Context: an optimization exercise on an open-source flow, tuned for small area, a short achievable clock period and few clock cycles per item. The choices shown serve that exercise and are no tape-out recipe. RTL that was checked went through simulation tests only; none was proved equivalent to the original. Power figures rest on the tool's default switching activity, not on a simulated workload.

Setup of build 65:
Design page_buffer_lru_replacement, start of the top module:
module page_buffer_lru_replacement
(
    input  logic                  clk,
    input  logic                  rst_n,
    input  logic                  psel,
    input  logic                  penable,
    input  logic                  pwrite,
    input  logic [APB_ADDR_W-1:0] paddr,
    input  logic [APB_DATA_W-1:0] pwdata,
    output logic [APB_DATA_W-1:0] prdata,
    output logic                  pready,
    input  logic                  in_valid,
    output logic                  in_ready,
    input  logic [CMD_W-1:0]      in_cmd,
    input  logic [PAGE_W-1:0]     in_page_id,
    output logic                  out_valid,
    input  logic                  out_ready,
    output logic                  out_hit,
    output logic [SLOT_FIELD_W-1:0] out_slot,
    output logic [PAGE_W-1:0]     out_page_number,
    output logic                  out_writeback_valid,
  ...
Size: ~130 I/O pins, ~28000 um2 of cells after synthesis.
export LEC_CHECK = 0
export CAP_MARGIN = 20
export CORE_MARGIN = 2
export CORE_UTILIZATION = 40
export PLACE_DENSITY = 0.6
export SLEW_MARGIN = 20
create_clock -name core_clock -period 11.0 [get_ports {clk}]
standard.sh (not shown) runs the stock make flow with config.mk's settings and CLKGATE_MAP_FILE= SYNTH_SCRIPT=/design/flow/synth_recipe.tcl, a recipe that flattens the netlist after the stock synthesis.
==> flow/flow/run.sh <==
#!/bin/bash
# The standard layout (standard.sh), with a few extra ORFS settings read
# from flow/knobs.txt, one NAME=value per line: the resizer's setup repair
# aims for extra slack and the port buffers use a plain buffer cell. The
# clock, constraints and synthesis are the standard flow's own, unchanged.
set -euo pipefail
args=()
while IFS= read -r line; do
  [[ -n "$line" ]] && args+=("$line")
done < "$(dirname "$0")/knobs.txt"
bash standard.sh "${args[@]}" finish > flow_make.log 2>&1
==> flow/flow/knobs.txt <==
SETUP_SLACK_MARGIN=7.5
BUFFER_PORTS_ARGS=-buffer_cell sky130_fd_sc_hd__buf_2
Testbench counts of build 65, summed over its fixed seeds: cycles 23,954, items 20,000.
Input changes introduced in build 24 (baseline for comparison: build 65):
Settings: setting CTS_BUF_LIST to sky130_fd_sc_hd__clkbuf_8 for the first time.
--- outcome ---
In summary, build 65 completed successfully, with a layout that passed the timing, DRC and antenna checks.
Build 24 went all the way through the flow, and no timing, DRC or antenna check failed.
The via count in build 24 sits 137 above the value recorded for build 65.
Per the comparison of build 24 with build 65, setup slack after layout moved down; count of clock-buffer cells in the layout moved up; utilization of the core after routing moved down; power after layout moved down.
When build 24 is measured against build 65, its wire length the detailed router placed on met1 turns out 0.45% higher.
> inputs changed (build 24 -> build 5)
Settings: CORE_UTILIZATION: 40 -> 50; CTS_BUF_LIST: sky130_fd_sc_hd__clkbuf_8 -> unset; PLACE_DENSITY: 0.6 -> 0.7.
## What came out
Build 5 against build 24; final instance count without filler cells is down by a little under 10%. Build 24 → build 5: count of inserted tapcells fell about 20%, part of the total power dissipated in the clock network rose 1.7 points, sum of internal, switching and leakage power rose about 2%, overall die area fell about 20%, non-clock buffer count fell 3.6%. Of the two values seen for critical-path cell with the highest stage delay, sky130_fd_sc_hd__dfrtp_2 was produced by build 24 and sky130_fd_sc_hd__nor4_2 by build 5. From build 24 to build 5 the numbers moved as follows: final clock period utilization by the worst path lower, final hold slack level, number of gates resized after cts lost about 11%, detailed route wirelength on metal3 increased 6.6%.
#### Input delta (build 98 over build 5)
Settings: swapping 0.7 for 0.6 in PLACE_DENSITY; swapping 50 for 40 in CORE_UTILIZATION.
==> flow/flow/knobs.txt <==
SETUP_SLACK_MARGIN=7.8
BUFFER_PORTS_ARGS=-buffer_cell sky130_fd_sc_hd__buf_2
Per the final summary, build 98 finished and its layout is clean on timing, DRC and antenna.
Build 98 vs. build 5: count of buffers added by post-CTS timing repair for setup rose 35, final area up 3.5%, data arrival time of the worst path -2.72 ns, met2 routed wirelength has increased.
Combinational power sits higher in build 98 than in build 5.
When the final numbers for build 98 and build 5 were put side by side, the number of ordinary and repair buffers in the finished layout turned out to be greater in build 98.
Build 98 against build 5: total power rose 130 uW, global-route wire length before repair rose about 3.4%, multi-input logic area rose 2.1%, half-perimeter wire length of the detailed placement result rose 3.4%.

page_buffer_lru_replacement, a different RTL version from the one above (not shown whole).
For scale: roughly 2,400 cells after synthesis, roughly 130 I/O pins, roughly 28,000 sq um of cells after synthesis.
==> flow/design.v (excerpt) <==
module page_buffer_lru_replacement
(
    input  logic                  clk,
    input  logic                  rst_n,
    input  logic                  psel,
    input  logic                  penable,
    input  logic                  pwrite,
    input  logic [APB_ADDR_W-1:0] paddr,
    input  logic [APB_DATA_W-1:0] pwdata,
    output logic [APB_DATA_W-1:0] prdata,
    output logic                  pready,
    input  logic                  in_valid,
    output logic                  in_ready,
    input  logic [CMD_W-1:0]      in_cmd,
    input  logic [PAGE_W-1:0]     in_page_id,
    output logic                  out_valid,
    input  logic                  out_ready,
    output logic                  out_hit,
    output logic [SLOT_FIELD_W-1:0] out_slot,
    output logic [PAGE_W-1:0]     out_page_number,
    output logic                  out_writeback_valid,
    output logic [PAGE_W-1:0]     out_writeback_page,
    output logic                  out_last
);
==> flow/config.mk <==
export PLATFORM = sky130hd
export DESIGN_NAME = page_buffer_lru_replacement
export DESIGN_NICKNAME = page_buffer_lru_replacement
export VERILOG_FILES = /design/flow/design.v
export SDC_FILE = /design/flow/constraint.sdc
export NUM_CORES = 4
export LEC_CHECK = 0
export CAP_MARGIN = 20
export CORE_MARGIN = 2
export CORE_UTILIZATION = 40
export CTS_CLUSTER_DIAMETER = 80
export CTS_CLUSTER_SIZE = 26
export PLACE_DENSITY = 0.6
export SLEW_MARGIN = 20
==> flow/constraint.sdc <==
create_clock -name core_clock -period 11.0 [get_ports {clk}]
set_input_delay 2.2000 -clock core_clock [delete_from_list [all_inputs] [get_ports {clk}]]
set_output_delay 2.2000 -clock core_clock [all_outputs]
set_load 0.01 [all_outputs]
==> flow/flow/knobs.txt <==
SETUP_SLACK_MARGIN=7.75
BUFFER_PORTS_ARGS=-buffer_cell sky130_fd_sc_hd__buf_2
Scripts as last shown in full above: flow/flow/run.sh
The first run went through all stages and came out clean.
Testbench counts at the start, summed over its fixed seeds: cycles 23,954, items 20,000.
Rerun with:
==> flow/flow/knobs.txt (replaced) <==
SETUP_SLACK_MARGIN=7.62
BUFFER_PORTS_ARGS=-buffer_cell sky130_fd_sc_hd__buf_2
--- a/flow/config.mk
+++ b/flow/config.mk
@@ -13 +13 @@
-export PLACE_DENSITY = 0.6
+export PLACE_DENSITY = 0.85
What happened:
- hold slack is better by 56 ps
- clock skew falls by 9.8 ps
- cell count falls by 0.80%
- area after synthesis stays the same
- power falls by 3.0%
- die area stays the same
- cell area falls by 1.8%
- clock-buffer cell count falls by 8
- sequential power rises by about 1%
- sequential share of layout area rises by 0.89 points
- global-route usage falls by 2.2 points
Rerun with:
==> flow/flow/knobs.txt (replaced) <==
SETUP_SLACK_MARGIN=7.7
BUFFER_PORTS_ARGS=-buffer_cell sky130_fd_sc_hd__buf_2
--- a/flow/config.mk
+++ b/flow/config.mk
@@ -13 +13 @@
-export PLACE_DENSITY = 0.85
+export PLACE_DENSITY = 0.75
After rerunning: The changed run completed with no timing, DRC or antenna violations. Via count rises by 0.37%. Clock skew rises by 24 ps. Die area does not change. Sequential power hardly moves. Area after synthesis does not change. Sequential cell count does not change. Design area rises by 1.6%. Combinational power is about the same. Setup slack improved by 15 ps.

## v17
Starting RTL as in the previous note.
Settings: LEC_CHECK=0, CAP_MARGIN=20, CORE_MARGIN=2, CORE_UTILIZATION=40, CTS_CLUSTER_DIAMETER=80, CTS_CLUSTER_SIZE=26, PLACE_DENSITY=0.75, SLEW_MARGIN=20; clock period 11.0 ns.
==> flow/flow/knobs.txt <==
SETUP_SLACK_MARGIN=7.62
BUFFER_PORTS_ARGS=-buffer_cell sky130_fd_sc_hd__buf_2
Scripts as last shown in full above: flow/flow/run.sh
Testbench counts of v17, summed over its fixed seeds: cycles 23,954, items 20,000.
Here is what was changed in the inputs of v33 compared with v17.
diff --git a/flow/config.mk b/flow/config.mk
--- a/flow/config.mk
+++ b/flow/config.mk
@@ -10,5 +10,3 @@
 export CORE_UTILIZATION = 40
-export CTS_CLUSTER_DIAMETER = 80
-export CTS_CLUSTER_SIZE = 26
-export PLACE_DENSITY = 0.75
+export PLACE_DENSITY = 0.6
 export SLEW_MARGIN = 20
## What came out
- Lower core utilization goes to v17 over v33.
- Between v33 and v17, the difference in final worst hold slack is negligible.
- Final critical-path required period: lower on v17
- Going from v17 to v33, fmax decreased by about 4% relative to the old numbers, number of cells in the finished layout apart from fillers increased by about 2.1% relative to the old numbers.
--- input diff v33..v1 ---
diff --git a/flow/config.mk b/flow/config.mk
--- a/flow/config.mk
+++ b/flow/config.mk
@@ -7,2 +7,3 @@
 export LEC_CHECK = 0
+export ABC_AREA = 1
 export CAP_MARGIN = 20
@@ -10,2 +11,4 @@
 export CORE_UTILIZATION = 40
+export CTS_CLUSTER_DIAMETER = 80
+export CTS_CLUSTER_SIZE = 26
 export PLACE_DENSITY = 0.6
--- outcome ---
- v1 ended with every stage complete and zero timing, DRC or antenna violations.
- The top metal layer carrying routed signals comes out met5 in one run and met4 in the other, namely in v1 and v33 respectively.
- For v33, the launching element of the worst setup path was u_dp.out_slot_reg[2], unlike v1, where it was u_dp.out_page_reg[13].
- Taking v33 as the reference, in v1 post-route cell area went up; area growth from synthesis to layout shows a reduction of 4.4 points.
- In v1 relative to v33, first-pass GRT wire length had gone up by more than 10%.

## blue
page_buffer_lru_replacement, a different RTL version from the one above (not shown whole).
Size: roughly 2400 cells after synthesis, about 590 flip-flops, ~130 I/O pins, about 28000 µm² of cells after synthesis.
export LEC_CHECK = 0
export CAP_MARGIN = 20
export CORE_MARGIN = 2
export CORE_UTILIZATION = 40
export CTS_CLUSTER_DIAMETER = 80
export CTS_CLUSTER_SIZE = 26
export PLACE_DENSITY = 0.6
export SLEW_MARGIN = 20
create_clock -name core_clock -period 11.0 [get_ports {clk}]
Scripts as last shown in full above: flow/flow/run.sh, flow/flow/knobs.txt
blue finished every stage and its layout cleared the timing, DRC and antenna checks.
Input changes introduced in orange (baseline for comparison: blue):
# blue
export LEC_CHECK = 0
export CAP_MARGIN = 20
export CORE_MARGIN = 2
export CORE_UTILIZATION = 40
export CTS_CLUSTER_DIAMETER = 80
export CTS_CLUSTER_SIZE = 26
export PLACE_DENSITY = 0.6
export SLEW_MARGIN = 20
create_clock -name core_clock -period 11.0 [get_ports {clk}]
# orange
export LEC_CHECK = 0
export CAP_MARGIN = 20
export CORE_MARGIN = 2
export CORE_UTILIZATION = 40
export PLACE_DENSITY = 0.6
export SLEW_MARGIN = 20
create_clock -name core_clock -period 11.0 [get_ports {clk}]
## What came out
Compared with blue, orange shows a lower routing usage on met1. Maximum clock frequency essentially unchanged between blue and orange. Re clock network fraction of total power: orange is 7.1 points up on blue. blue -> orange: final area increased by a few percent. Between blue and orange, the share of the cycle needed by the critical path after routing does not differ in any meaningful way. For the switching fraction of total power, orange came in 2.5 points lower than blue did. From blue to orange the numbers moved as follows: clock period minus worst slack has increased; fraction of area in registers has decreased; worst setup slack has decreased.
No functional check of the RTL was part of any run of this note.

-- port drivers added, routing unchanged --
The results above use ideal ports. As a check the final layouts listed here were re-extracted and re-timed, cells and wires unchanged. Step 1 assumes that a clkbuf_16 drives the clock port and a buf_2 every other input. Step 2 adds t to the input delays and takes it off the output delays; t is the mean of the earliest and latest rising clock arrival at the registers after step 1. Input paths then give back, and output paths get back, about the clock's delay inside the block. Three values: ideal, step 1, step 2; two values: the first two.
run	t, ns	setup WS [ns]	latest minus earliest clock arrival (ns)	worst slew at a driven data input, ns	pins driven straight from the clock port
build 65	0.688	7.436 / 7.371 / 6.879	0.029 / 0.028	0.04	1
build 24	0.789	7.357 / 7.300 / 6.843	0.056 / 0.056	0.04	1
build 5	0.682	7.415 / 7.381 / 6.901	0.034 / 0.035	0.04	1
build 98	0.691	7.432 / 7.366 / 7.153	0.035 / 0.035	0.04	1
the first run of note 2	0.646	7.539 / 7.475 / 7.131	0.044 / 0.044	0.04	1
the second run of note 2	0.722	7.551 / 7.481 / 6.998	0.035 / 0.035	0.05	1
the third run of note 2	0.649	7.566 / 7.498 / 7.087	0.064 / 0.063	0.04	1
v17	0.645	7.647 / 7.584 / 7.050	0.060 / 0.060	0.06	1
v33	0.688	7.502 / 7.437 / 7.007	0.027 / 0.027	0.04	1
v1	0.671	7.461 / 7.397 / 7.079	0.054 / 0.054	0.07	1
blue	0.662	7.431 / 7.363 / 7.069	0.059 / 0.059	0.03	1
orange	0.691	7.422 / 7.355 / 7.038	0.038 / 0.037	0.03	1
After both steps every run listed still meets setup and hold. For v17, which loses most, drivers alone change the setup slack by -0.063 ns; drivers and shift together by -0.597 ns.
